What follows belongs to an exercise in optimizing a design on an open flow for small area, a short achievable clock period and few clock cycles; a production flow would make more cautious choices.
At most, simulation tests tie the RTL to the original design; equivalence was not proved.
For runs 1 to 3, only the layout was checked, not whether the RTL still works.
The clock port is modelled as an ideal driver; clocking choices that lean on that would not hold on a real chip.

===== design/flow/config.mk =====
export PLATFORM = sky130hd
export DESIGN_NAME = mvdm_top
export DESIGN_NICKNAME = mvdm_top
export VERILOG_FILES = /design/flow/design.v
export SDC_FILE = /design/flow/constraint.sdc
export NUM_CORES = 8
export LEC_CHECK = 0
export CAP_MARGIN = 20
export CORE_MARGIN = 2
export CORE_UTILIZATION = 40
export SLEW_MARGIN = 20

===== design/flow/constraint.sdc =====
create_clock -name core_clock -period 15.0 [get_ports {clk}]
set_input_delay 3.0000 -clock core_clock [delete_from_list [all_inputs] [get_ports {clk}]]
set_output_delay 3.0000 -clock core_clock [all_outputs]
set_load 0.01 [all_outputs]

===== design/flow/design.v =====
`timescale 1ns/10ps
`default_nettype none
module mvdm_top (
    input  logic       clk,
    input  logic       rst_n,
    input  logic       in_valid,
    input  logic       in_valid2,
    input  logic [7:0] in_data,
    output logic       out_valid,
    output logic       out_sad
);
    logic       iv_q;
    logic [7:0] d_q, d_qq;
    logic [8:0] pc;           
    logic [1:0] vc;           
    logic [2:0] x0, x1, y1;
    logic [2:0] cl;
    logic       sh0, sh1;    
    assign cl = (in_data > 8'd6) ? 3'd6 : in_data[2:0];
    always_ff @(posedge clk or negedge rst_n) begin
        if (!rst_n) begin
            iv_q <= 1'b0;
            pc   <= '0;
            vc   <= '0;
            sh0  <= 1'b0;
            sh1  <= 1'b0;
        end else begin
            iv_q <= in_valid;
            if (iv_q) pc <= pc + 9'd1;
            if (in_valid2) vc <= vc + 2'd1;
            sh0 <= iv_q & ~pc[8];
            sh1 <= iv_q &  pc[8];
        end
    end
    always_ff @(posedge clk) begin
        d_q  <= in_data;
        d_qq <= d_q;
        if (in_valid2 && vc == 2'd0) x0 <= cl;
        if (in_valid2 && vc == 2'd2) x1 <= cl;
        if (in_valid2 && vc == 2'd3) y1 <= cl;
    end
    logic [127:0] r0 [16];
    logic [127:0] r1 [16];
    logic         rot0, rot1;
    logic [3:0]   mvg0, mvg1;
    logic [3:0]   phg0 [4];
    logic [3:0]   phg1 [4];
    always_ff @(posedge clk) begin
        for (int s = 0; s < 15; s++) begin
            if (mvg0[s/4]) r0[s] <= r0[s+1];
            if (mvg1[s/4]) r1[s] <= r1[s+1];
        end
        if (sh0)          r0[15] <= {d_qq, r0[15][127:8]};
        else if (mvg0[3]) r0[15] <= r0[0];
        if (sh1)          r1[15] <= {d_qq, r1[15][127:8]};
        else if (mvg1[3]) r1[15] <= r1[0];
    end
    logic       srch, iss;
    logic [3:0] tgt0, tgt1, ph0, ph1;
    logic [1:0] dy, dx;
    logic       sbc, sbr;
    logic       gend, lastk;
    logic       srch_n, iss_n, rot0_n, rot1_n, sbc_n, sbr_n;
    logic [3:0] tgt0_n, tgt1_n, ph0_n, ph1_n, c0_n, c1_n;
    logic [1:0] dy_n, dx_n, dl_n;
    logic [2:0] t1_n;
    logic [3:0] ab_n, d1_n;
    logic       byte_y0, byte_y1, l0ok_n, rm0_n, rm1_n;
    logic [3:0] mvg0_n, mvg1_n;
    logic [3:0] phg0_n [4];
    logic [3:0] phg1_n [4];
    assign rm0_n = iv_q & ~pc[8] & (pc[3:0] == 4'd0);
    assign rm1_n = iv_q &  pc[8] & (pc[3:0] == 4'd0);
    logic [3:0][1:0] q0s, q1a, q1b, q0s_n, q1s_n;
    logic [3:0][4:0] th;        
    logic [3:0][3:0] rh1;       
    assign gend    = sbc && dx == 2'd2;
    assign lastk   = gend && dy == 2'd2 && sbr;
    assign byte_y0 = in_valid2 && vc == 2'd1;
    assign byte_y1 = in_valid2 && vc == 2'd3;
    always_comb begin
        srch_n = srch;
        dy_n   = dy;
        dx_n   = dx;
        sbc_n  = sbc;
        sbr_n  = sbr;
        tgt0_n = tgt0;
        tgt1_n = tgt1;
        if (iss) begin
            sbc_n = ~sbc;
            if (sbc) dx_n = (dx == 2'd2) ? 2'd0 : dx + 2'd1;
            if (gend) begin
                dy_n = (dy == 2'd2) ? 2'd0 : dy + 2'd1;
                if (dy == 2'd2) sbr_n = ~sbr;
                if (lastk) begin
                    srch_n = 1'b0;
                    tgt0_n = '0;
                    tgt1_n = '0;
                end else begin
                    tgt0_n = tgt0 + ((dy == 2'd2) ? 4'd2 : 4'd1);
                    if (dy == 2'd2) tgt1_n = tgt1 + 4'd4;
                end
            end
        end
        ph0_n  = sh0 ? 4'd0 : ph0 + {3'd0, rot0};
        ph1_n  = sh1 ? 4'd0 : ph1 + {3'd0, rot1};
        l0ok_n = ph0_n == tgt0_n;
        ab_n   = {1'b0, y1} + 4'd2 - {2'b00, dy_n} + {1'b0, sbr_n, 2'b00};
        d1_n   = ab_n - ph1_n;
        iss_n  = srch_n && l0ok_n && d1_n <= 4'd4;
        rot0_n = !l0ok_n || (iss_n && sbc_n && dx_n == 2'd2);
        rot1_n = (ph1_n != tgt1_n) || (iss_n && sbc_n && dx_n == 2'd2 && dy_n == 2'd2);
        t1_n   = d1_n[2:0];
        if (byte_y0) begin
            tgt0_n = {1'b0, cl};
            rot0_n = in_data != 8'd0;
        end
        if (byte_y1) begin
            srch_n = 1'b1;
            tgt1_n = {1'b0, cl};
            iss_n  = l0ok_n && in_data <= 8'd2;
            rot0_n = !l0ok_n;
            rot1_n = in_data != 8'd0;
            t1_n   = {1'b0, in_data[1:0]} + 3'd2;    
        end
        for (int g = 0; g < 4; g++) begin
            logic [3:0] p0, p1;
            p0 = sh0 ? 4'd0 : phg0[g] + {3'd0, mvg0[g]};
            p1 = sh1 ? 4'd0 : phg1[g] + {3'd0, mvg1[g]};
            phg0_n[g] = p0;
            phg1_n[g] = p1;
            mvg0_n[g] = (p0 != tgt0_n) || (iss_n && sbc_n && dx_n == 2'd2) || rm0_n;
            mvg1_n[g] = (p1 != tgt1_n) || (iss_n && sbc_n && dx_n == 2'd2 && dy_n == 2'd2) || rm1_n;
            if (byte_y0) mvg0_n[g] = in_data != 8'd0;
            if (byte_y1) mvg1_n[g] = in_data != 8'd0;
        end
        c0_n   = {1'b0, x0} + {2'b00, dx_n} + {1'b0, sbc_n, 2'b00};
        c1_n   = {1'b0, x1} + {2'b00, 2'd2 - dx_n} + {1'b0, sbc_n, 2'b00};
        dl_n   = 2'(c1_n - c0_n);
        for (int m = 0; m < 4; m++) begin
            q0s_n[m] = 2'((c0_n + 4'(2'(m[1:0] - c0_n[1:0]))) >> 2);
            q1s_n[m] = 2'((c1_n + 4'(2'(m[1:0] - c1_n[1:0]))) >> 2);
        end
    end
    always_ff @(posedge clk or negedge rst_n) begin
        if (!rst_n) begin
            srch <= 1'b0;
            iss  <= 1'b0;
            rot0 <= 1'b0;
            rot1 <= 1'b0;
            tgt0 <= '0;
            tgt1 <= '0;
            ph0  <= '0;
            ph1  <= '0;
            dy   <= '0;
            dx   <= '0;
            sbc  <= 1'b0;
            sbr  <= 1'b0;
            mvg0 <= '0;
            mvg1 <= '0;
            for (int g = 0; g < 4; g++) begin
                phg0[g] <= '0;
                phg1[g] <= '0;
            end
        end else begin
            mvg0 <= mvg0_n;
            mvg1 <= mvg1_n;
            for (int g = 0; g < 4; g++) begin
                phg0[g] <= phg0_n[g];
                phg1[g] <= phg1_n[g];
            end
            srch <= srch_n;
            iss  <= iss_n;
            rot0 <= rot0_n;
            rot1 <= rot1_n;
            tgt0 <= tgt0_n;
            tgt1 <= tgt1_n;
            ph0  <= ph0_n;
            ph1  <= ph1_n;
            dy   <= dy_n;
            dx   <= dx_n;
            sbc  <= sbc_n;
            sbr  <= sbr_n;
        end
    end
    always_ff @(posedge clk) begin
        q0s <= q0s_n;
        q1a <= q1s_n;
        q1b <= ~q1s_n;
        for (int r = 0; r < 4; r++) begin
            for (int k = 0; k < 5; k++) th[r][k] <= t1_n == 3'(k);
            for (int j = 0; j < 4; j++) rh1[r][j] <= 2'(dl_n + 2'(r)) == 2'(j);
        end
    end
    logic [7:0] a  [4][4];
    logic [7:0] bb [8][4];
    logic [7:0] bt [4][4];
    logic [7:0] b  [4][4];
    logic [8:0] res [4][4];
    always_comb begin
        for (int r = 0; r < 4; r++)
            for (int m = 0; m < 4; m++)
                a[r][m] = r0[r][8 * (4 * q0s[m] + m) +: 8];
        for (int s = 0; s < 4; s++)
            for (int m = 0; m < 4; m++)
                bb[s][m] = r1[s][8 * (4 * q1a[m] + m) +: 8];
        for (int s = 4; s < 8; s++)
            for (int m = 0; m < 4; m++)
                bb[s][m] = r1[s][8 * (4 * (~q1b[m]) + m) +: 8];
        for (int r = 0; r < 4; r++)
            for (int m = 0; m < 4; m++) begin
                bt[r][m] = '0;
                for (int k = 0; k < 5; k++)
                    bt[r][m] = bt[r][m] | (bb[r+k][m] & {8{th[r][k]}});
            end
        for (int r = 0; r < 4; r++)
            for (int m = 0; m < 4; m++) begin
                b[r][m] = '0;
                for (int j = 0; j < 4; j++)
                    b[r][m] = b[r][m] | (bt[r][(m + j - r) & 3] & {8{rh1[r][j]}});
            end
    end
    logic       v1, v2, v3, v4;
    logic [2:0] tag1, tag2, tag3, tag4;    
    always_ff @(posedge clk) begin
        for (int r = 0; r < 4; r++)
            for (int k = 0; k < 4; k++)
                res[r][k] <= {1'b0, a[r][k]} - {1'b0, b[r][k]};
        tag1 <= {lastk, sbr, sbc};
    end
    logic signed [11:0] pq [4][4];    
    always_ff @(posedge clk) begin
        logic signed [10:0] rh [4][4];
        for (int r = 0; r < 4; r++) begin
            logic signed [9:0] s01, d01, s23, d23;
            s01 = $signed(res[r][0]) + $signed(res[r][1]);
            d01 = $signed(res[r][0]) - $signed(res[r][1]);
            s23 = $signed(res[r][2]) + $signed(res[r][3]);
            d23 = $signed(res[r][2]) - $signed(res[r][3]);
            rh[r][0] = s01 + s23;
            rh[r][1] = d01 + d23;
            rh[r][2] = s01 - s23;
            rh[r][3] = d01 - d23;
        end
        for (int k = 0; k < 4; k++) begin
            pq[k][0] <= rh[0][k] + rh[1][k];
            pq[k][1] <= rh[2][k] + rh[3][k];
            pq[k][2] <= rh[0][k] - rh[1][k];
            pq[k][3] <= rh[2][k] - rh[3][k];
        end
        tag2 <= tag1;
    end
    logic [10:0] mx  [8];
    logic [7:0]  mxc;
    always_ff @(posedge clk) begin
        for (int k = 0; k < 4; k++)
            for (int h = 0; h < 2; h++) begin
                logic [10:0] ma, mb;
                logic        sa, sb2, ge;
                logic [11:0] cmp;
                sa  = pq[k][2*h][11];
                sb2 = pq[k][2*h+1][11];
                ma  = pq[k][2*h][10:0]   ^ {11{sa}};
                mb  = pq[k][2*h+1][10:0] ^ {11{sb2}};
                cmp = {1'b0, ma} + {1'b0, ~mb} + {11'd0, sa};
                ge  = cmp[11];
                mx[2*k+h]  <= ge ? ma : mb;
                mxc[2*k+h] <= ge ? sa : sb2;
            end
        tag3 <= tag2;
    end
    logic [12:0] sb, sbp;
    always_ff @(posedge clk) begin
        logic [12:0] acc;
        acc = '0;
        for (int e = 0; e < 8; e++)
            acc = acc + {2'b00, mx[e]} + {12'd0, mxc[e]};
        sb   <= acc;
        sbp  <= sb;
        tag4 <= tag3;
    end
    logic [13:0] fifo [9];
    logic [13:0] half;
    logic [14:0] tot;
    logic [14:0] best;
    logic [3:0]  bs, ps;
    logic [19:0] dif;
    logic        first, upd, fin, tv;
    logic [4:0]  ocnt;
    assign half = {1'b0, sbp} + {1'b0, sb};
    assign tot  = {1'b0, fifo[8]} + {2'b00, sbp} + {2'b00, sb};
    assign dif  = {1'b0, fifo[8], ps} + {2'b00, sbp, 4'd0} + {2'b00, sb, 4'd0} - {1'b0, best, bs};
    assign tv   = v4 && tag4[1] && tag4[0];            
    assign upd  = first || dif[19];
    always_ff @(posedge clk) begin
        if (v4 && tag4[0]) begin
            fifo[0] <= half;
            for (int e = 1; e < 9; e++) fifo[e] <= fifo[e-1];
        end
        if (fin) begin
            best <= upd ? {1'b0, tot[14:1]} : {1'b0, best[14:1]};
            if (upd) bs <= ps;
        end else if (tv && upd) begin
            best <= tot;
            bs   <= ps;
        end else if (ocnt != 5'd0) begin
            if (ocnt < 5'd24) best <= {1'b0, best[14:1]};
            else              bs   <= {1'b0, bs[3:1]};
        end
    end
    always_ff @(posedge clk or negedge rst_n) begin
        if (!rst_n) begin
            ps <= '0;
        end else if (tv) begin
            ps <= (ps == 4'd8) ? 4'd0 : (ps >= 4'd6) ? ps - 4'd5 : ps + 4'd3;
        end
    end
    always_ff @(posedge clk or negedge rst_n) begin
        if (!rst_n) begin
            v1 <= 1'b0; v2 <= 1'b0; v3 <= 1'b0; v4 <= 1'b0;
            first     <= 1'b1;
            fin       <= 1'b0;
            ocnt      <= '0;
            out_valid <= 1'b0;
            out_sad   <= 1'b0;
        end else begin
            v1 <= iss;
            v2 <= v1;
            v3 <= v2;
            v4 <= v3;
            if (tv) first <= tag4[2];
            fin <= v3 && tag3[2];
            if (v3 && tag3[2]) begin
                out_valid <= 1'b1;
                out_sad   <= 1'b0;
                ocnt      <= 5'd1;
            end else if (fin) begin
                out_sad   <= upd ? tot[0] : best[0];
                ocnt      <= 5'd2;
            end else if (ocnt != 5'd0 && ocnt != 5'd28) begin
                out_sad   <= (ocnt < 5'd16) ? best[0] : (ocnt < 5'd24) ? 1'b0 : bs[0];
                ocnt      <= ocnt + 5'd1;
            end else begin
                out_valid <= 1'b0;
                out_sad   <= 1'b0;
                ocnt      <= 5'd0;
            end
        end
    end
endmodule
`default_nettype wire

===== design/flow/flow/run.sh =====
#!/bin/bash
# Standard layout (the standard.sh), with two extra steps:
#  - after placement, the buffers on the output ports become buf_2 (the
#    standard flow puts a delay cell, clkdlybuf4s50_1, there);
#  - after clock tree synthesis, one more setup repair pass that works to a
#    setup margin, since the design runs well below the 15 ns period.
# Every tool's output goes to a log file of its own in this folder.
set -euo pipefail
bash standard.sh synth floorplan place > flow_1_synth_place.log 2>&1
openroad -no_init -exit flow/ports.tcl > flow_2_ports.log 2>&1
bash standard.sh cts > flow_3_cts.log 2>&1
openroad -no_init -exit flow/repair.tcl > flow_4_repair.log 2>&1
bash standard.sh > flow_5_route_finish.log 2>&1

===== design/flow/flow/ports.tcl =====
# output port buffers of the placed design become buf_2, then legalize
set r orfs/results/sky130hd/mvdm_top/base
read_liberty $::env(FLOW_HOME)/platforms/sky130hd/lib/sky130_fd_sc_hd__tt_025C_1v80.lib
read_db $r/3_place.odb
set block [ord::get_db_block]
foreach bterm [$block getBTerms] {
  if {[$bterm getIoType] != "OUTPUT"} { continue }
  foreach iterm [[$bterm getNet] getITerms] {
    if {[$iterm isOutputSignal]} {
      set inst [$iterm getInst]
      puts "port [$bterm getName]: [$inst getName] [[$inst getMaster] getName] -> sky130_fd_sc_hd__buf_2"
      replace_cell [get_cells [$inst getName]] sky130_fd_sc_hd__buf_2
    }
  }
}
detailed_placement
check_placement -verbose
write_db $r/3_place.odb

===== design/flow/flow/repair.tcl =====
# one more setup repair pass on the clock tree stage result, to a margin
set r orfs/results/sky130hd/mvdm_top/base
read_liberty $::env(FLOW_HOME)/platforms/sky130hd/lib/sky130_fd_sc_hd__tt_025C_1v80.lib
read_db $r/4_cts.odb
read_sdc $r/4_cts.sdc
source $::env(FLOW_HOME)/platforms/sky130hd/setRC.tcl
set_propagated_clock [all_clocks]
set_dont_use {sky130_fd_sc_hd__probe_p_8 sky130_fd_sc_hd__probec_p_8 sky130_fd_sc_hd__lpflow_*}
estimate_parasitics -placement
report_worst_slack
report_design_area
repair_timing -setup -setup_margin 10.4 -repair_tns 100 -verbose
detailed_placement
check_placement -verbose
estimate_parasitics -placement
report_worst_slack
report_worst_slack -min
report_design_area
write_db $r/4_cts.odb

===== design/flow/standard.sh =====
#!/bin/bash
# synth_recipe.tcl (not shown) runs the flow's synth.tcl, then flattens the netlist and writes it again
# the make line also repeats each setting of config.mk as NAME=value (left out here)
make -C /OpenROAD-flow-scripts/flow DESIGN_CONFIG=/design/flow/config.mk WORK_HOME=/design/flow/orfs CLKGATE_MAP_FILE= SYNTH_SCRIPT=/design/flow/synth_recipe.tcl "${@:-finish}"

==> summary.txt, run 1 <==
* Final hold viol count at 0
* Cells after Synth at 10.7k
* Slew Limit Headroom at 0.198
* Post-CTS repair timing setup buffer count at 0
* Placed cell area at 0.197 mm^2
* Setup CP Type: reg2reg
* Via count of the first global-routing pass at 89.0k
* Max H-tree Level at 5
* First-pass GRT wire length at between 500000 and 600000 um
* Vias at 89.7k
* Async set-or-reset flop fraction in the synthesized netlist at 0.0200
* Die ar. at 0.477 mm^2
* Synth-to-layout area growth at 12.8%
* Gr ovfl total at 0
* Top post-synthesis cells by count: sky130_fd_sc_hd__edfxtp_1, sky130_fd_sc_hd__inv_1, sky130_fd_sc_hd__ha_1, sky130_fd_sc_hd__xnor2_1, sky130_fd_sc_hd__dfxtp_1
* Sequential element share of the synthesized area at 0.742
* Data arrival, critical path at 5.76 ns
* Startpoint of the lowest-slack register-to-register path: res[9][1]
* Violation count after the first detailed-route iteration at 8823
* Largest area contributor in the netlist: sky130_fd_sc_hd__edfxtp_1
* Seq cells post-synth at 4849
* Clk buf depth at 4
* Average vias per placed instance at 5.08
* Clock skew at about 0.16 ns
* Syn Area/Cell at 17.7 um^2
* Half-perimeter wire length after detailed placement at 294000 um
* Row count at 252
* Final Instance Area at 0.213 mm^2
* Drc violations at 0
* I/O pin count at 14
* Number of input and output port buffers inserted at 13
* Most used flip-flop cell after synthesis: sky130_fd_sc_hd__edfxtp_1
* Fraction of post-synthesis cell area in the top cell type by area at 0.676
* Number of cells upsized or downsized after cts at 0
* Number of warnings reported in the yosys synthesis log at 16
* Actual transition at the worst max-transition pin at 1.20 ns
* Aggregate negative setup slack at 0 ns
* Required @ worst endpoint at 15.84 ns
* Gr usage total at 0.168
* Number of hold-repair buffers added at the cts stage at 0
* Routed WL at 413000 um
* Crit path launch type: flip-flop
* Kind of path behind the tightest hold check: reg2reg
* Detailed Routing Iterations Pass 1 at 6
* Initial Util at 0.401
* Ratio of cells with drive above 1 in the final layout at 0.130
* Core area at 0.470 mm^2
* Achievable clock frequency at approximately 200 MHz
* Number of flops mapped to enable cells by yosys at 4250
* Max-slew violation count at 0
* Horizontal die dimension at 691 um
* Status: no timing/DRC/antenna violations
* Most common cell in the synthesized netlist: sky130_fd_sc_hd__edfxtp_1
* Setup repair after global routing missed its margin: no
* Clock tree root buffer cell: sky130_fd_sc_hd__clkbuf_16
* Critical Path Start: res[9][1]
* Worst-skew pair later-pin latency at 1.07 ns
* Pin count of the biggest net entering global routing at 203
* Initial antenna violation count at 40
* Number of clock buffers inserted by TritonCTS at 475
* Clock sink count at 4849
* Top fanout value on the critical path at 6
* Final worst path period share at 0.328
* GPL Wtd Cong at 0.904
* Synth area leaders: sky130_fd_sc_hd__edfxtp_1, sky130_fd_sc_hd__ha_1, sky130_fd_sc_hd__dfxtp_1
* Cell area after synthesis at 0.189 mm^2
* Routed Antenna Nets at 0
* Height of the chip at 691 um
* TritonCTS clock tree: yes
* Number of nets in the layout at 12.0k
* Number of maximum-capacitance constraint violations at 0
* Count of distinct cell types in the synthesized netlist at 73
* Count of endpoints failing setup in the final report at 0
* Final design utilization at 0.453
* Average wire per standard cell at 23.4 um
* Shortest clock period the worst path allows after layout at 4.92 ns
* Endpoint type of the worst setup path: flip-flop
* Net count of the mapped netlist at 11.7k
* Clock Pin Slew Worst Setup and Hold Paths at 0.06 ns
* Launch point of the worst hold path: d_q[5]
-- final cells by class --
cell class | count | area, um^2
inverter | 819 | 3070
sequential | 4849 | 140000
tap | 6223 | 7790
clock inverter | 301 | 3100
fill | 40000 | 258000
antenna | 6 | 15.0
clock buffer | 590 | 12600
timing repair buffer | 141 | 1280
multi-input combinational | 4732 | 44900
-- per-stage QoR --
step | cells | setup slack (ns) | hold WS [ns]
final | 17700 | 10.08 | 0.326
after global routing | 17700 | 9.80 | 0.331
after CTS | 17600 | 9.53 | 0.324
after detailed placement | 16800 | 8.83 | 0.312
after global placement | 16700 | 8.86 | 0.318
after floorplan | 10700 | 1.99 | 0.310
-- registers in the layout, indices dropped and copies added (netlist names), 9 cells and up --
name / count
best: 15
phg0: 16
r0: 2048
sbp: 13
pq: 184
phg1: 16
sb: 13
r1: 2048
res: 144
fifo: 126
mx: 88
pc: 9
-- cell families (layout without fill, tap and decap cells) --
| group | Yosys count | count (layout) | synth area share |
|---|---|---|---|
| flip-flops | 4849 | 4849 | 0.742 |
| other | 0 | 6 | 0 |
| AO/OA/AOI/OAI | 1556 | 1556 | 0.0561 |
| multiplexers | 628 | 628 | 0.0521 |
| XOR/XNOR | 758 | 758 | 0.0352 |
| buffers and inverters | 1092 | 1851 | 0.0219 |
| adder cells (fa/ha/maj) | 987 | 987 | 0.0727 |
| AND/OR/NAND/NOR | 803 | 803 | 0.0196 |
-- metal layers --
layer / global-route usage / wire length [um] / vias to the layer above
met5: 0 / 26 / -
met4: 0.0516 / 12600 / 4
met3: 0.0203 / 19700 / 529
met2: 0.264 / 189000 / 2282
met1: 0.246 / 192000 / 46100
li1: - / - / 40800
-- layout by cell type, fill, tap and decap left out, types with 18 or more instances in the layout --
cell type	synthesis	final
sky130_fd_sc_hd__a21boi_0	24	23
sky130_fd_sc_hd__a21o_1	95	94
sky130_fd_sc_hd__a21oi_1	433	427
sky130_fd_sc_hd__a221oi_1	117	112
sky130_fd_sc_hd__a22o_1	155	155
sky130_fd_sc_hd__a22oi_1	136	136
sky130_fd_sc_hd__a31oi_1	19	18
sky130_fd_sc_hd__and2_1	42	41
sky130_fd_sc_hd__buf_4	0	108
sky130_fd_sc_hd__bufinv_16	0	43
sky130_fd_sc_hd__clkbuf_1	198	93
sky130_fd_sc_hd__clkbuf_16	0	483
sky130_fd_sc_hd__clkinv_1	0	109
sky130_fd_sc_hd__clkinv_16	0	19
sky130_fd_sc_hd__clkinv_2	0	86
sky130_fd_sc_hd__clkinvlp_4	0	20
sky130_fd_sc_hd__dfrtp_1	96	86
sky130_fd_sc_hd__dfxtp_1	502	478
sky130_fd_sc_hd__dfxtp_2	0	18
sky130_fd_sc_hd__edfxtp_1	4250	4250
sky130_fd_sc_hd__fa_1	182	182
sky130_fd_sc_hd__ha_1	805	805
sky130_fd_sc_hd__inv_1	819	819
sky130_fd_sc_hd__mux2_2	278	277
sky130_fd_sc_hd__mux2i_1	94	94
sky130_fd_sc_hd__mux4_2	256	256
sky130_fd_sc_hd__nand2_1	299	299
sky130_fd_sc_hd__nand2b_1	40	40
sky130_fd_sc_hd__nand3_1	37	37
sky130_fd_sc_hd__nor2_1	199	197
sky130_fd_sc_hd__nor2b_1	69	69
sky130_fd_sc_hd__nor3_1	59	58
sky130_fd_sc_hd__o21a_1	26	26
sky130_fd_sc_hd__o21ai_0	183	179
sky130_fd_sc_hd__o21bai_1	205	202
sky130_fd_sc_hd__o31ai_1	47	41
sky130_fd_sc_hd__xnor2_1	576	558
sky130_fd_sc_hd__xnor2_2	0	18
sky130_fd_sc_hd__xor2_1	182	176
-- final timing paths --
path	endpoint	slack, ns	depth (start not counted)
setup reg to reg	pq[15][10]	10.08	17
hold / removal	d_qq[5]	0.33	0
hold reg to reg	d_qq[5]	0.33	0
max in group asynchronous	mvg1[0]	11.81	2
min in group asynchronous	ocnt[4]	2.05	1
setup / recovery	pq[15][10]	10.08	17
-- worst max-delay path, cell delays in order, from the launching register on --
cell	delay, ns
sky130_fd_sc_hd__dfxtp_1	0.39
sky130_fd_sc_hd__inv_1	0.10
sky130_fd_sc_hd__ha_1	0.29
sky130_fd_sc_hd__nor2b_1	0.14
sky130_fd_sc_hd__o21ai_0	0.20
sky130_fd_sc_hd__a21boi_0	0.16
sky130_fd_sc_hd__o21ai_0	0.25
sky130_fd_sc_hd__a21boi_0	0.17
sky130_fd_sc_hd__o21a_1	0.20
sky130_fd_sc_hd__nor2_1	0.19
sky130_fd_sc_hd__xnor2_1	0.25
sky130_fd_sc_hd__ha_1	0.36
sky130_fd_sc_hd__xnor2_1	0.64
sky130_fd_sc_hd__ha_1	0.45
sky130_fd_sc_hd__o31ai_1	0.49
sky130_fd_sc_hd__a21oi_1	0.18
sky130_fd_sc_hd__o21bai_1	0.20
sky130_fd_sc_hd__xnor2_1	0.17
==> run 2, diff against run 1 <==
--- a/design/flow/design.v
+++ b/design/flow/design.v
@@ -61,5 +61,5 @@
     logic       sbc, sbr;
     logic       gend, lastk;
-    logic       srch_n, iss_n, rot0_n, rot1_n, sbc_n, sbr_n;
+    logic       srch_n, iss_n, iss_i, rot0_n, rot1_n, sbc_n, sbr_n;
     logic [3:0] tgt0_n, tgt1_n, ph0_n, ph1_n, c0_n, c1_n;
     logic [1:0] dy_n, dx_n, dl_n;
@@ -108,11 +108,22 @@
         ab_n   = {1'b0, y1} + 4'd2 - {2'b00, dy_n} + {1'b0, sbr_n, 2'b00};
         d1_n   = ab_n - ph1_n;
-        iss_n  = srch_n && l0ok_n && d1_n <= 4'd4;
-        rot0_n = !l0ok_n || (iss_n && sbc_n && dx_n == 2'd2);
-        rot1_n = (ph1_n != tgt1_n) || (iss_n && sbc_n && dx_n == 2'd2 && dy_n == 2'd2);
+        iss_i  = srch_n && l0ok_n && d1_n <= 4'd4;
+        rot0_n = !l0ok_n || (iss_i && sbc_n && dx_n == 2'd2);
+        rot1_n = (ph1_n != tgt1_n) || (iss_i && sbc_n && dx_n == 2'd2 && dy_n == 2'd2);
         t1_n   = d1_n[2:0];
+        for (int g = 0; g < 4; g++) begin
+            logic [3:0] p0, p1;
+            p0 = sh0 ? 4'd0 : phg0[g] + {3'd0, mvg0[g]};
+            p1 = sh1 ? 4'd0 : phg1[g] + {3'd0, mvg1[g]};
+            phg0_n[g] = p0;
+            phg1_n[g] = p1;
+            mvg0_n[g] = (p0 != tgt0_n) || (iss_i && sbc_n && dx_n == 2'd2) || rm0_n;
+            mvg1_n[g] = (p1 != tgt1_n) || (iss_i && sbc_n && dx_n == 2'd2 && dy_n == 2'd2) || rm1_n;
+        end
+        iss_n  = iss_i;
         if (byte_y0) begin
             tgt0_n = {1'b0, cl};
             rot0_n = in_data != 8'd0;
+            for (int g = 0; g < 4; g++) mvg0_n[g] = in_data != 8'd0;
         end
         if (byte_y1) begin
@@ -120,18 +131,7 @@
             tgt1_n = {1'b0, cl};
             iss_n  = l0ok_n && in_data <= 8'd2;
-            rot0_n = !l0ok_n;
             rot1_n = in_data != 8'd0;
             t1_n   = {1'b0, in_data[1:0]} + 3'd2;    
-        end
-        for (int g = 0; g < 4; g++) begin
-            logic [3:0] p0, p1;
-            p0 = sh0 ? 4'd0 : phg0[g] + {3'd0, mvg0[g]};
-            p1 = sh1 ? 4'd0 : phg1[g] + {3'd0, mvg1[g]};
-            phg0_n[g] = p0;
-            phg1_n[g] = p1;
-            mvg0_n[g] = (p0 != tgt0_n) || (iss_n && sbc_n && dx_n == 2'd2) || rm0_n;
-            mvg1_n[g] = (p1 != tgt1_n) || (iss_n && sbc_n && dx_n == 2'd2 && dy_n == 2'd2) || rm1_n;
-            if (byte_y0) mvg0_n[g] = in_data != 8'd0;
-            if (byte_y1) mvg1_n[g] = in_data != 8'd0;
+            for (int g = 0; g < 4; g++) mvg1_n[g] = in_data != 8'd0;
         end
         c0_n   = {1'b0, x0} + {2'b00, dx_n} + {1'b0, sbc_n, 2'b00};
@@ -195,5 +195,5 @@
     logic [7:0] a  [4][4];
     logic [7:0] bb [8][4];
-    logic [7:0] bt [4][4];
+    logic [7:0] aa [4][4];
     logic [7:0] b  [4][4];
     logic [8:0] res [4][4];
@@ -201,5 +201,11 @@
         for (int r = 0; r < 4; r++)
             for (int m = 0; m < 4; m++)
-                a[r][m] = r0[r][8 * (4 * q0s[m] + m) +: 8];
+                aa[r][m] = r0[r][8 * (4 * q0s[m] + m) +: 8];
+        for (int r = 0; r < 4; r++)
+            for (int m = 0; m < 4; m++) begin
+                a[r][m] = '0;
+                for (int j = 0; j < 4; j++)
+                    a[r][m] = a[r][m] | (aa[r][(m - j + r) & 3] & {8{rh1[r][j]}});
+            end
         for (int s = 0; s < 4; s++)
             for (int m = 0; m < 4; m++)
@@ -210,13 +216,7 @@
         for (int r = 0; r < 4; r++)
             for (int m = 0; m < 4; m++) begin
-                bt[r][m] = '0;
-                for (int k = 0; k < 5; k++)
-                    bt[r][m] = bt[r][m] | (bb[r+k][m] & {8{th[r][k]}});
-            end
-        for (int r = 0; r < 4; r++)
-            for (int m = 0; m < 4; m++) begin
                 b[r][m] = '0;
-                for (int j = 0; j < 4; j++)
-                    b[r][m] = b[r][m] | (bt[r][(m + j - r) & 3] & {8{rh1[r][j]}});
+                for (int k = 0; k < 5; k++)
+                    b[r][m] = b[r][m] | (bb[r+k][m] & {8{th[r][k]}});
             end
     end
@@ -229,7 +229,6 @@
         tag1 <= {lastk, sbr, sbc};
     end
-    logic signed [11:0] pq [4][4];    
+    logic signed [10:0] rh [4][4];
     always_ff @(posedge clk) begin
-        logic signed [10:0] rh [4][4];
         for (int r = 0; r < 4; r++) begin
             logic signed [9:0] s01, d01, s23, d23;
@@ -238,14 +237,8 @@
             s23 = $signed(res[r][2]) + $signed(res[r][3]);
             d23 = $signed(res[r][2]) - $signed(res[r][3]);
-            rh[r][0] = s01 + s23;
-            rh[r][1] = d01 + d23;
-            rh[r][2] = s01 - s23;
-            rh[r][3] = d01 - d23;
-        end
-        for (int k = 0; k < 4; k++) begin
-            pq[k][0] <= rh[0][k] + rh[1][k];
-            pq[k][1] <= rh[2][k] + rh[3][k];
-            pq[k][2] <= rh[0][k] - rh[1][k];
-            pq[k][3] <= rh[2][k] - rh[3][k];
+            rh[r][0] <= s01 + s23;
+            rh[r][1] <= d01 + d23;
+            rh[r][2] <= s01 - s23;
+            rh[r][3] <= d01 - d23;
         end
         tag2 <= tag1;
@@ -254,13 +247,18 @@
     logic [7:0]  mxc;
     always_ff @(posedge clk) begin
-        for (int k = 0; k < 4; k++)
+        for (int k = 0; k < 4; k++) begin
+            logic signed [11:0] pq [4];
+            pq[0] = rh[0][k] + rh[1][k];
+            pq[1] = rh[2][k] + rh[3][k];
+            pq[2] = rh[0][k] - rh[1][k];
+            pq[3] = rh[2][k] - rh[3][k];
             for (int h = 0; h < 2; h++) begin
                 logic [10:0] ma, mb;
                 logic        sa, sb2, ge;
                 logic [11:0] cmp;
-                sa  = pq[k][2*h][11];
-                sb2 = pq[k][2*h+1][11];
-                ma  = pq[k][2*h][10:0]   ^ {11{sa}};
-                mb  = pq[k][2*h+1][10:0] ^ {11{sb2}};
+                sa  = pq[2*h][11];
+                sb2 = pq[2*h+1][11];
+                ma  = pq[2*h][10:0]   ^ {11{sa}};
+                mb  = pq[2*h+1][10:0] ^ {11{sb2}};
                 cmp = {1'b0, ma} + {1'b0, ~mb} + {11'd0, sa};
                 ge  = cmp[11];
@@ -268,4 +266,5 @@
                 mxc[2*k+h] <= ge ? sa : sb2;
             end
+        end
         tag3 <= tag2;
     end
--- a/design/flow/flow/repair.tcl
+++ b/design/flow/flow/repair.tcl
@@ -10,5 +10,5 @@
 report_worst_slack
 report_design_area
-repair_timing -setup -setup_margin 10.4 -repair_tns 100 -verbose
+repair_timing -setup -setup_margin 10.7 -repair_tns 100 -verbose
 detailed_placement
 check_placement -verbose
==> summary.txt, run 2 <==
* Status: no timing/DRC/antenna violations
* Final design utilization at 0.453 (about the same)
* Pre-CTS setup slack at 9.19 ns (+0.358 ns)
* Horizontal die dimension at 693 um (+0.35%)
* Synthesized-area fraction occupied by xor and xnor cells at 0.0319 (-0.00324)
* Ratio of cells with drive above 1 in the final layout at 0.137 (+0.00705)
* Violation count after the first detailed-route iteration at 9665 (+9.5%)
* Via count of the first global-routing pass at 91.5k (+2.8%)
* Number of cells upsized or downsized after cts at 0 (unchanged)
* Clk buf depth at 4 (unchanged)
* Initial antenna violation count at 48 (+20%)
* Fraction of the mapped netlist area in adder cells at 0.0716 (-0.00107)
* Average wire per standard cell at 24.1 um (+3.0%)
* Core area at 0.474 mm^2 (+0.73%)
* Post-CTS repair timing setup buffer count at 0 (unchanged)
* Leading cell types in the layout, fill and taps excluded: sky130_fd_sc_hd__edfxtp_1, sky130_fd_sc_hd__inv_1, sky130_fd_sc_hd__ha_1, sky130_fd_sc_hd__clkbuf_16, sky130_fd_sc_hd__xnor2_1
* Cells after Synth at 11.0k (+3.3%)
* Aggregate negative setup slack at 0 ns (unchanged)
* Routed WL at 435000 um (+5.3%)
* Most common cell in the synthesized netlist: sky130_fd_sc_hd__edfxtp_1
* Async set-or-reset flop fraction in the synthesized netlist at 0.0201 (+0.0000662)
* Number of hold-repair buffers added at the cts stage at 0 (unchanged)
* Clock tree root buffer cell: sky130_fd_sc_hd__clkbuf_16
* Final worst path period share at 0.304 (-0.0245)
* Simple-gate portion of the synthesized area at 0.0284 (+0.00877)
* Critical Path Slowest Stage Cell: sky130_fd_sc_hd__dfrtp_2
* Sequential element share of the synthesized area at 0.736 (-0.00688)
* GPL Wtd Cong at 0.930 (+3.0%)
* Drc violations at 0 (unchanged)
* Clock sink count at 4833 (-0.33%)
* Final hold viol count at 0 (unchanged)
* Post-route worst setup slack at 10.45 ns (+0.368 ns)
* I/O pin count at 14 (unchanged)
* Actual transition at the worst max-transition pin at 1.08 ns (-0.126 ns)
* Most used flip-flop cell after synthesis: sky130_fd_sc_hd__edfxtp_1
* Row count at 253 (+0.40%)
* First-pass GRT wire length at 625000 um (+4.5%)
* Data arrival, critical path at 1.55 ns (-4.21 ns)
* Die ar. at 0.481 mm^2 (+0.70%)
* Required @ worst endpoint at 12.00 ns (-3.84 ns)
* Synthesized-area fraction occupied by ao, oa, aoi and oai cells at 0.0571 (+0.00104)
* Buffering stage count on the worst path with inverters included at 1 (unchanged)
* Largest area contributor in the netlist: sky130_fd_sc_hd__edfxtp_1
* Number of nets in the layout at 12.4k (+3.1%)
* Cell area after synthesis at 0.190 mm^2 (+0.70%)
* Fillers at 40.1k (+0.40%)
* Ordered cell list for the critical path: buf_6
* Synth-to-layout area growth at 12.8% (about the same)
* Height of the chip at 693 um (+0.35%)
* Endpoint type of the worst setup path: output pin
* Max-slew violation count at 0 (unchanged)
* Family with the most delay on the worst path: flip-flops
* Max H-tree Level at 5 (unchanged)
* Number of maximum-capacitance constraint violations at 0 (unchanged)
* Count of endpoints failing setup in the final report at 0 (unchanged)
* Detailed Routing Iterations Pass 1 at 6 (unchanged)
* Worst-skew pair later-pin latency at 1.08 ns (about the same)
* TritonCTS clock tree: yes
* Net count of the mapped netlist at 12.0k (+2.9%)
* Routed Antenna Nets at 0 (unchanged)
* Top fanout value on the critical path at 1 (-5)
* Main combinational cell family by area after synthesis: adder cells
* Fraction of post-synthesis cell area in the top cell type by area at 0.672 (-0.00473)
* Largest incremental delay on the critical path at 0.44 ns (-0.20 ns)
* Syn Area/Cell at 17.2 um^2 (-2.5%)
* Gr ovfl total at 0 (unchanged)
* Largest registers ranked by flip-flop count: r0 (2048), r1 (2048), rh (168)
* Kind of path behind the tightest hold check: reg2reg
* Crit path launch type: flip-flop
* Setup repair after global routing missed its margin: no
* Setup CP Type: reg2out
* Commonest non-fill, non-tap cell in the layout: sky130_fd_sc_hd__edfxtp_1
* Initial Util at 0.401 (about the same)
* Average vias per placed instance at 5.14 (+1.3%)
* Synth area leaders: sky130_fd_sc_hd__edfxtp_1, sky130_fd_sc_hd__ha_1, sky130_fd_sc_hd__dfxtp_1
* Shortest clock period the worst path allows after layout at 4.55 ns (-0.368 ns)
* Half-perimeter wire length after detailed placement at 310000 um (+5.4%)
* Number of warnings reported in the yosys synthesis log at 19 (+3)
* Top post-synthesis cells by count: sky130_fd_sc_hd__edfxtp_1, sky130_fd_sc_hd__inv_1, sky130_fd_sc_hd__ha_1, sky130_fd_sc_hd__dfxtp_1, sky130_fd_sc_hd__xnor2_1
* Number of clock buffers inserted by TritonCTS at 470 (-1.1%)
* Count of distinct cell types in the synthesized netlist at 104 (+42%)
* Number of flops mapped to enable cells by yosys at 4250 (unchanged)
* Portion of netlist area occupied by mux cells at 0.0519 (-0.000266)
* Pin count of the biggest net entering global routing at 192 (-5.4%)
* Achievable clock frequency at 220 MHz (+8.1%)
* Clock skew at 0.157 ns (-0.00404 ns)
* Vias at 92.8k (+3.5%)
* Gr usage total at 0.176 (+0.00802)
* Clock Pin Slew Worst Setup and Hold Paths at 0.06 ns (about the same)
* Number of input and output port buffers inserted at 13 (unchanged)
* Seq cells post-synth at 4833 (-0.33%)
* Slew Limit Headroom at 0.282 (+0.0840)
[run 2: final timing paths]
path                       cells after the start  slack, ns     from      end
max                                            1      10.45  out_sad  out_sad
min                                            0       0.26   d_q[5]  d_qq[5]
max reg2reg                                   17      10.46   mxc[1]   sb[12]
min reg2reg                                    0       0.26   d_q[5]  d_qq[5]
max in group asynchronous                      2      11.73    rst_n  mvg1[0]
min in group asynchronous                      1       1.94    rst_n  out_sad
[run 2: metrics by stage]
stage / cells / hold WS, ns / cell area (um^2)
3_5_place_dp: 17100 / 0.312 / 198000
6_report: 18100 / 0.264 / 214000
4_1_cts: 18000 / 0.260 / 213000
5_1_grt: 18000 / 0.275 / 214000
3_3_place_gp: 17100 / 0.313 / 198000
2_1_floorplan: 11000 / 0.310 / 190000
[run 2: area by class of cell]
type	count	area (um^2)	area share
sequential	4833	140000	0.652
antenna	16	40.0	0.000187
multi-input combinational	5038	46700	0.218
timing repair buffer	194	1760	0.00823
tap	6247	7820	0.0365
clock buffer	596	12400	0.0580
inverter	860	3230	0.0151
clock inverter	272	2600	0.0121
[run 2: logic make-up (layout without fill, tap and decap cells)]
group / Yosys count / after routing
AOI/OAI and AO/OA: 1604 / 1604
buffers and inverters: 1155 / 1922
DFF: 4833 / 4833
adders and majority gates: 979 / 979
muxes: 629 / 629
other: 0 / 16
and+or+nand+nor: 1132 / 1133
xor gates and xnor gates: 693 / 693
[run 2: metal layers]
metal | routed length [um] | GRT usage
met5 | 0 | 0
met4 | 20800 | 0.0774
met3 | 20200 | 0.0212
met2 | 193000 | 0.268
met1 | 201000 | 0.256
==> run 3, diff against run 2 <==
--- a/design/flow/config.mk
+++ b/design/flow/config.mk
@@ -9,3 +9,5 @@
 export CORE_MARGIN = 2
 export CORE_UTILIZATION = 40
+export CTS_CLUSTER_DIAMETER = 60
+export CTS_CLUSTER_SIZE = 26
 export SLEW_MARGIN = 20
==> summary.txt, run 3 <==
* Clock tree root buffer cell: sky130_fd_sc_hd__clkbuf_16
* First-pass GRT wire length at 620000 um (-0.82%)
* Smallest hold slack at 0.331 ns (+0.0671 ns)
* Critical Path Slowest Stage Cell: sky130_fd_sc_hd__dfrtp_2
* Violation count after the first detailed-route iteration at 9732 (+0.69%)
* Top fanout value on the critical path at 2 (+1)
* GPL Wtd Cong at 0.930 (unchanged)
* Final worst path period share at 0.304 (+0.000367)
* Status: no timing/DRC/antenna violations
* Async set-or-reset flop fraction in the synthesized netlist at 0.0201 (unchanged)
* Initial Util at 0.401 (unchanged)
* Number of clock buffers inserted by TritonCTS at 361 (-23%)
* Synth area leaders: sky130_fd_sc_hd__edfxtp_1, sky130_fd_sc_hd__ha_1, sky130_fd_sc_hd__dfxtp_1
* Gr ovfl total at 0 (unchanged)
* Buffering stage count on the worst path with inverters included at 1 (unchanged)
* Slew Limit Headroom at 0.251 (-0.0307)
* Post-route worst setup slack at 10.44 ns (-0.00550 ns)
* Die ar. at 0.481 mm^2 (unchanged)
* Ratio of cells with drive above 1 in the final layout at 0.139 (+0.00245)
* Setup repair after global routing missed its margin: no
* Shortest clock period the worst path allows after layout at 4.56 ns (+0.00550 ns)
* Aggregate negative setup slack at 0 ns (unchanged)
* Via count of the first global-routing pass at 90.5k (-1.1%)
* Horizontal die dimension at 693 um (unchanged)
* Leading cell types in the layout, fill and taps excluded: sky130_fd_sc_hd__edfxtp_1, sky130_fd_sc_hd__inv_1, sky130_fd_sc_hd__ha_1, sky130_fd_sc_hd__xnor2_1, sky130_fd_sc_hd__dfxtp_1
* Half-perimeter wire length after detailed placement at 310000 um (unchanged)
* Ordered cell list for the critical path: buf_6
* Clock sink count at 4833 (unchanged)
* Number of nets in the layout at 12.3k (-0.84%)
* Detailed Routing Iterations Pass 1 at 7 (+1)
* Achievable clock frequency at 219 MHz (-0.12%)
* Kind of path behind the tightest hold check: reg2reg
* Worst-skew pair later-pin latency at 1.04 ns (-0.04 ns)
* Largest incremental delay on the critical path at 0.46 ns (+0.02 ns)
* Post-CTS repair timing setup buffer count at 0 (unchanged)
* Clock Pin Slew Worst Setup and Hold Paths at 0.09 ns (+0.03 ns)
* Number of flops mapped to enable cells by yosys at 4250 (unchanged)
* Count of endpoints failing setup in the final report at 0 (unchanged)
* Commonest non-fill, non-tap cell in the layout: sky130_fd_sc_hd__edfxtp_1
* Max H-tree Level at 5 (unchanged)
* Initial antenna violation count at 49 (+2.1%)
* Core area at 0.474 mm^2 (unchanged)
* Pin count of the biggest net entering global routing at 192 (unchanged)
* Setup CP Type: reg2out
* Number of cells upsized or downsized after cts at 0 (unchanged)
* Routed Antenna Nets at 0 (unchanged)
* Sequential element share of the synthesized area at 0.736 (unchanged)
* Number of placed instances, taps included at 17.1k (unchanged)
* Most used flip-flop cell after synthesis: sky130_fd_sc_hd__edfxtp_1
* Clock skew at 0.117 ns (-0.0397 ns)
* Synth-to-layout area growth at 11.9%
* Row count at 253 (unchanged)
* Pre-CTS setup slack at 9.19 ns (unchanged)
* Actual transition at the worst max-transition pin at 1.12 ns (+0.0460 ns)
* Largest area contributor in the netlist: sky130_fd_sc_hd__edfxtp_1
* Number of maximum-capacitance constraint violations at 0 (unchanged)
* Cells after Synth at 11.0k (unchanged)
* Count of distinct cell types in the synthesized netlist at 104 (unchanged)
* Final hold viol count at 0 (unchanged)
* Seq cells post-synth at 4833 (unchanged)
* Syn Area/Cell at 17.2 um^2 (unchanged)
* Top post-synthesis cells by count: sky130_fd_sc_hd__edfxtp_1, sky130_fd_sc_hd__inv_1, sky130_fd_sc_hd__ha_1, sky130_fd_sc_hd__dfxtp_1, sky130_fd_sc_hd__xnor2_1
* TritonCTS clock tree: yes
* Vias at 92.4k (-0.44%)
* Average vias per placed instance at 5.18 (+0.66%)
* Data arrival, critical path at 1.56 ns (about the same)
* Cell area after synthesis at 0.190 mm^2 (unchanged)
* Max-slew violation count at 0 (unchanged)
* Required @ worst endpoint at 12.00 ns (about the same)
* Crit path launch type: flip-flop
* Drc violations at 0 (unchanged)
* Fillers at 40.2k (+0.32%)
* Fraction of post-synthesis cell area in the top cell type by area at 0.672 (unchanged)
* Most common cell in the synthesized netlist: sky130_fd_sc_hd__edfxtp_1
* Clk buf depth at 4 (unchanged)
* Family with the most delay on the worst path: flip-flops
* I/O pin count at 14 (unchanged)
* Gr usage total at 0.175 (-0.00126)
* Routed WL at 432000 um (-0.71%)
* Average wire per standard cell at 24.2 um (+0.39%)
* Height of the chip at 693 um (unchanged)
* Number of warnings reported in the yosys synthesis log at 19 (unchanged)
* Endpoint type of the worst setup path: output pin
* Net count of the mapped netlist at 12.0k (unchanged)
* Number of input and output port buffers inserted at 13 (unchanged)
* Final Non-Filler Cells at 17.9k (-1.1%)
* Number of hold-repair buffers added at the cts stage at 0 (unchanged)
* Largest registers ranked by flip-flop count: r0 (2048), r1 (2048), rh (168)
## run 3: cell counts after synthesis
No cell type changed its count.
## run 3: kinds of logic after synthesis
family / share of synthesized area
compound gates: 0.0571
mux: 0.0519
fa+ha+maj: 0.0716
flops: 0.736
buf+inv: 0.0235
simple gates: 0.0284
xor+xnor: 0.0319
## run 3: cell type report
cell class | instances | area (um^2) | share of cell area
repair buffers | 199 | 1790 | 0.00842
clock inverters | 295 | 4000 | 0.0188
inverters | 860 | 3230 | 0.0152
well taps | 6247 | 7820 | 0.0368
clock buffers | 375 | 9120 | 0.0429
multi-input cells | 5038 | 46700 | 0.220
flip-flops and latches | 4833 | 140000 | 0.658
diodes | 11 | 27.5 | 0.000130
## run 3: routing by layer
layer	part of all wire	track usage
met3	0.045	0.0186
met4	0.047	0.0740
met2	0.45	0.267
met5	0.00076	0
met1	0.46	0.256
## run 3: final timing paths
path / startpoint / end / slack (ns) / cells after the start
min in group asynchronous: rst_n / out_sad / 1.95 / 1
worst min register to register: tag2[1] / tag3[1] / 0.33 / 0
worst min-delay path: tag2[1] / tag3[1] / 0.33 / 0
max in group asynchronous: rst_n / sh1 / 11.71 / 2
worst max register to register: mxc[1] / sb[12] / 10.50 / 17
worst max-delay path: out_valid / out_valid / 10.44 / 1
## run 3: metrics by stage
stage           util  instance area (um^2)
2_1_floorplan      -                190000
4_1_cts        0.445                211000
3_5_place_dp   0.417                198000
3_3_place_gp   0.417                198000
6_report       0.449                213000
5_1_grt        0.449                213000
==> run 4, diff against run 3 <==
--- a/design/flow/design.v
+++ b/design/flow/design.v
@@ -43,16 +43,17 @@
     logic [127:0] r1 [16];
     logic         rot0, rot1;
-    logic [3:0]   mvg0, mvg1;
+    logic [3:0]   mvg0, mvg1, hdg0, hdg1;
+    logic         rt0, rt1, h150, h151;
     logic [3:0]   phg0 [4];
     logic [3:0]   phg1 [4];
     always_ff @(posedge clk) begin
         for (int s = 0; s < 15; s++) begin
-            if (mvg0[s/4]) r0[s] <= r0[s+1];
-            if (mvg1[s/4]) r1[s] <= r1[s+1];
+            r0[s] <= (r0[s+1] & {128{mvg0[s/4]}}) | (r0[s] & {128{hdg0[s/4]}});
+            r1[s] <= (r1[s+1] & {128{mvg1[s/4]}}) | (r1[s] & {128{hdg1[s/4]}});
         end
-        if (sh0)          r0[15] <= {d_qq, r0[15][127:8]};
-        else if (mvg0[3]) r0[15] <= r0[0];
-        if (sh1)          r1[15] <= {d_qq, r1[15][127:8]};
-        else if (mvg1[3]) r1[15] <= r1[0];
+        r0[15] <= ({d_qq, r0[15][127:8]} & {128{sh0}}) | (r0[0] & {128{rt0}})
+                | (r0[15] & {128{h150}});
+        r1[15] <= ({d_qq, r1[15][127:8]} & {128{sh1}}) | (r1[0] & {128{rt1}})
+                | (r1[15] & {128{h151}});
     end
     logic       srch, iss;
@@ -68,4 +69,7 @@
     logic       byte_y0, byte_y1, l0ok_n, rm0_n, rm1_n;
     logic [3:0] mvg0_n, mvg1_n;
+    logic       rt0_n, rt1_n, sh0_n, sh1_n;
+    assign sh0_n = iv_q & ~pc[8];
+    assign sh1_n = iv_q &  pc[8];
     logic [3:0] phg0_n [4];
     logic [3:0] phg1_n [4];
@@ -135,4 +139,6 @@
             for (int g = 0; g < 4; g++) mvg1_n[g] = in_data != 8'd0;
         end
+        rt0_n = mvg0_n[3] && !rm0_n;
+        rt1_n = mvg1_n[3] && !rm1_n;
         c0_n   = {1'b0, x0} + {2'b00, dx_n} + {1'b0, sbc_n, 2'b00};
         c1_n   = {1'b0, x1} + {2'b00, 2'd2 - dx_n} + {1'b0, sbc_n, 2'b00};
@@ -159,4 +165,10 @@
             mvg0 <= '0;
             mvg1 <= '0;
+            hdg0 <= '1;
+            hdg1 <= '1;
+            rt0  <= 1'b0;
+            rt1  <= 1'b0;
+            h150 <= 1'b1;
+            h151 <= 1'b1;
             for (int g = 0; g < 4; g++) begin
                 phg0[g] <= '0;
@@ -166,4 +178,10 @@
             mvg0 <= mvg0_n;
             mvg1 <= mvg1_n;
+            hdg0 <= ~mvg0_n;
+            hdg1 <= ~mvg1_n;
+            rt0  <= rt0_n;
+            rt1  <= rt1_n;
+            h150 <= ~(rt0_n | sh0_n);
+            h151 <= ~(rt1_n | sh1_n);
             for (int g = 0; g < 4; g++) begin
                 phg0[g] <= phg0_n[g];
@@ -195,4 +213,7 @@
     logic [7:0] a  [4][4];
     logic [7:0] bb [8][4];
+    logic [1:0] q1bn [4];
+    always_comb
+        for (int m = 0; m < 4; m++) q1bn[m] = ~q1b[m];
     logic [7:0] aa [4][4];
     logic [7:0] b  [4][4];
@@ -213,5 +234,5 @@
         for (int s = 4; s < 8; s++)
             for (int m = 0; m < 4; m++)
-                bb[s][m] = r1[s][8 * (4 * (~q1b[m]) + m) +: 8];
+                bb[s][m] = r1[s][8 * {q1bn[m], 2'(m)} +: 8];
         for (int r = 0; r < 4; r++)
             for (int m = 0; m < 4; m++) begin
--- a/design/flow/config.mk
+++ b/design/flow/config.mk
@@ -9,5 +9,5 @@
 export CORE_MARGIN = 2
 export CORE_UTILIZATION = 40
-export CTS_CLUSTER_DIAMETER = 60
-export CTS_CLUSTER_SIZE = 26
+export CTS_CLUSTER_DIAMETER = 70
+export CTS_CLUSTER_SIZE = 30
 export SLEW_MARGIN = 20
==> summary.txt, run 4 <==
* Status: no timing/DRC/antenna violations
* Commonest non-fill, non-tap cell in the layout: sky130_fd_sc_hd__dfxtp_1
* Crit path launch type: flip-flop
* Average vias per placed instance at 5.75 (+11%)
* Main combinational cell family by area after synthesis: compound AO/OA/AOI/OAI gates
* Required @ worst endpoint at 15.86 ns (+3.86 ns)
* Synth area leaders: sky130_fd_sc_hd__dfxtp_1, sky130_fd_sc_hd__a22o_1, sky130_fd_sc_hd__ha_1
* Syn Area/Cell at 11.6 um^2 (-33%)
* Number of warnings reported in the yosys synthesis log at 20 (+1)
* Via count of the first global-routing pass at 121k (+34%)
* Violation count after the first detailed-route iteration at 12.9k (+33%)
* Count of distinct cell types in the synthesized netlist at 100 (-3.8%)
* CP most frequent cell: sky130_fd_sc_hd__o21ai_0
* Final hold viol count at 0 (unchanged)
* Most used flip-flop cell after synthesis: sky130_fd_sc_hd__dfxtp_1
* Cells after Synth at 16.5k (+50%)
* Portion of netlist area occupied by mux cells at 0.0509 (-0.000990)
* Worst-skew pair later-pin latency at 1.02 ns (-0.02 ns)
* Pre-CTS setup slack at 9.13 ns (-0.0613 ns)
* Drc violations at 0 (unchanged)
* Setup CP Type: reg2reg
* Net count of the mapped netlist at 17.5k (+46%)
* Fraction of the mapped netlist area in adder cells at 0.0709 (-0.000749)
* I/O pin count at 14 (unchanged)
* Final worst path period share at 0.300 (-0.00384)
* Clock Pin Slew Worst Setup and Hold Paths at 0.11 ns (+0.02 ns)
* TritonCTS clock tree: yes
* First-pass GRT wire length at 777000 um (+25%)
* Core area at 0.479 mm^2 (+1.0%)
* Half-perimeter wire length after detailed placement at 359000 um (+16%)
* Achievable clock frequency at 222 MHz (+1.3%)
* Pin count of the biggest net entering global routing at 205 (+6.8%)
* Endpoint type of the worst setup path: flip-flop
* Placed cell area at 0.198 mm^2 (about the same)
* Clk buf depth at 4 (unchanged)
* Aggregate negative setup slack at 0 ns (unchanged)
* Max-slew violation count at 0 (unchanged)
* Count of endpoints failing setup in the final report at 0 (unchanged)
* Routed WL at 516000 um (+19%)
* Number of maximum-capacitance constraint violations at 0 (unchanged)
* Critical Path Slowest Stage Cell: sky130_fd_sc_hd__o41ai_2
* Post-route worst setup slack at 10.50 ns (+0.0576 ns)
* Routed Antenna Nets at 0 (unchanged)
* Async set-or-reset flop fraction in the synthesized netlist at 0.0225 (+0.00239)
* Height of the chip at 697 um (+0.56%)
* Fillers at 44.2k (+9.9%)
* Most common cell in the synthesized netlist: sky130_fd_sc_hd__dfxtp_1
* Shortest clock period the worst path allows after layout at 4.50 ns (-0.0576 ns)
* Number of hold-repair buffers added at the cts stage at 0 (unchanged)
* Kind of path behind the tightest hold check: reg2reg
* Top post-synthesis cells by count: sky130_fd_sc_hd__dfxtp_1, sky130_fd_sc_hd__a22o_1, sky130_fd_sc_hd__inv_1, sky130_fd_sc_hd__clkbuf_1, sky130_fd_sc_hd__ha_1
* Max H-tree Level at 5 (unchanged)
* Synthesized-area fraction occupied by ao, oa, aoi and oai cells at 0.252 (+0.195)
* Sequential element share of the synthesized area at 0.517 (-0.219)
* Actual transition at the worst max-transition pin at 1.24 ns (+0.116 ns)
* Largest area contributor in the netlist: sky130_fd_sc_hd__dfxtp_1
* Number of flops mapped to enable cells by yosys at 154 (-96%)
* Simple-gate portion of the synthesized area at 0.0302 (+0.00182)
* Clock skew at 0.0787 ns (-0.0381 ns)
* Setup repair after global routing missed its margin: no
* Gr ovfl total at 0 (unchanged)
* Ratio of cells with drive above 1 in the final layout at 0.0889 (-0.0503)
* Seq cells post-synth at 4854 (+0.43%)
* Average wire per standard cell at 22.9 um (-5.2%)
* Ordered cell list for the critical path: inv_1 > ha_1 > nor2b_1 > o21ai_0 > nand3_1 > o21ai_0 > o41ai_2 > o31a_4 > xnor2_1 > ha_1 > a2111oi_0 > o21ai_0 > o211ai_1 > a21oi_1 > a2111oi_2 > a31oi_1 > buf_4 > mux2i_1
* Initial antenna violation count at 18 (-63%)
* Final design utilization at 0.439 (-0.00997)
* Row count at 254 (+0.40%)
* Final Instance Area at 0.210 mm^2 (-1.2%)
* Synth-to-layout area growth at 9.22%
* Largest registers ranked by flip-flop count: r0 (2048), r1 (2048), rh (168)
* Cell area after synthesis at 0.192 mm^2 (+1.1%)
* Gr usage total at 0.202 (+0.0276)
* Detailed Routing Iterations Pass 1 at 13 (+6)
* Post-CTS repair timing setup buffer count at 0 (unchanged)
* Number of clock buffers inserted by TritonCTS at 307 (-15%)
* Vias at 129k (+40%)
* Top fanout value on the critical path at 12 (+10)
* Slew Limit Headroom at 0.174 (-0.0775)
* Clock sink count at 4854 (+0.43%)
* Data arrival, critical path at 5.36 ns (+3.80 ns)
* Fraction of post-synthesis cell area in the top cell type by area at 0.478 (-0.193)
* Die ar. at 0.486 mm^2 (+1.1%)
* Number of cells upsized or downsized after cts at 0 (unchanged)
* Leading cell types in the layout, fill and taps excluded: sky130_fd_sc_hd__dfxtp_1, sky130_fd_sc_hd__a22o_1, sky130_fd_sc_hd__inv_1, sky130_fd_sc_hd__ha_1, sky130_fd_sc_hd__xnor2_1
* Initial Util at 0.402 (+0.000525)
* Largest incremental delay on the critical path at 0.49 ns (+0.03 ns)
* Number of nets in the layout at 16.8k (+37%)
* GPL Wtd Cong at 0.908 (-2.5%)
* Clock tree root buffer cell: sky130_fd_sc_hd__clkbuf_16
* Number of input and output port buffers inserted at 13 (unchanged)
* Synthesized-area fraction occupied by xor and xnor cells at 0.0315 (-0.000448)
* Horizontal die dimension at 697 um (+0.56%)
## run 4: cell types whose count changed after synthesis, moves of 24 or more
cell | previous run | this run
sky130_fd_sc_hd__dfxtp_1 | 486 | 4591
sky130_fd_sc_hd__edfxtp_1 | 4250 | 154
sky130_fd_sc_hd__a22o_1 | 51 | 3860
sky130_fd_sc_hd__clkbuf_1 | 194 | 1122
sky130_fd_sc_hd__a222oi_1 | 28 | 356
sky130_fd_sc_hd__inv_1 | 858 | 1141
sky130_fd_sc_hd__mux2_2 | 280 | 15
sky130_fd_sc_hd__mux4_2 | 256 | 384
sky130_fd_sc_hd__a221oi_1 | 44 | 117
sky130_fd_sc_hd__buf_1 | 40 | 107
sky130_fd_sc_hd__nand2_1 | 342 | 380
sky130_fd_sc_hd__xnor2_1 | 472 | 446
sky130_fd_sc_hd__xor2_1 | 221 | 245
## run 4: metal layers
metal,track usage,wire length (um)
met5,0,25
met4,0.0776,21700
met3,0.0211,25900
met2,0.313,227000
met1,0.291,241000
## run 4: worst max-delay path, delay by kind of cell, from the launching register on
kind | cells | cell delay [ns]
compound gates | 10 | 2.43
xor+xnor | 1 | 0.16
fa+ha+maj | 2 | 0.59
buf+inv | 2 | 0.32
flops | 1 | 0.40
mux | 1 | 0.13
simple gates | 2 | 0.34
## run 4: worst paths after layout
path	slack [ns]	to	depth (start not counted)	start
max reg2reg	10.50	mx[4][10]	18	rh[14][1]
max	10.50	mx[4][10]	18	rh[14][1]
min in group asynchronous	1.95	v2	1	rst_n
min	0.32	d_qq[0]	0	d_q[0]
min reg2reg	0.32	d_qq[0]	0	d_q[0]
max in group asynchronous	11.43	mvg0[1]	2	rst_n
## run 4: stage by stage
step | std cells | hold slack [ns]
3_3_place_gp | 21900 | 0.314
4_1_cts | 22400 | 0.323
3_5_place_dp | 21900 | 0.312
5_1_grt | 22500 | 0.326
2_1_floorplan | 16500 | 0.310
6_report | 22500 | 0.322
## run 4: final cells by class
type | count | area, um^2 | share of cell area
Clock buffer | 339 | 8080 | 0.0385
Clock inverter | 225 | 3300 | 0.0157
Multi-Input combinational cell | 9247 | 84400 | 0.402
Timing Repair Buffer | 276 | 2350 | 0.0112
Antenna cell | 13 | 32.5 | 0.000155
Tap cell | 6400 | 8010 | 0.0381
Sequential cell | 4854 | 99400 | 0.474
Inverter | 1143 | 4290 | 0.0204
## run 4: kinds of logic after synthesis
group,after synthesis
mux,493
simple gates,1225
fa+ha+maj,980
flops,4854
xor+xnor,691
buf+inv,2426
compound gates,5858
Testbench counts of run 4, summed over its fixed seeds: cycles 17,711.

port drivers added, routing unchanged:
Ports are ideal in the flow. The routed layouts listed here were re-timed in OpenROAD. Step 1 sets driving cells, clkbuf_16 on the clock port and buf_2 on the other inputs (assumed; they add their load-dependent delay and slew). Step 2, shift: input delay + t, output delay - t, t = (earliest + latest rising clock arrival at the registers) / 2. This alone moves slack from input paths to output paths. Three values: no drivers, after step 1, after step 2; two values: the first two.
run	t, ns	slack for setup (ns)	worst setup path after step 2	cell pins on the clock port's net
run 1	1.106	10.079 / 10.079 / 9.271	input to register	1
run 2	1.129	10.447 / 10.318 / 9.556	input to register	1
run 3	1.087	10.441 / 10.319 / 9.604	input to register	1
run 4	1.093	10.499 / 10.392 / 9.629	input to register	1
After both steps every run listed still meets setup and hold. For run 2, which loses most, drivers alone change the setup slack by -0.129 ns; drivers and shift together by -0.891 ns.
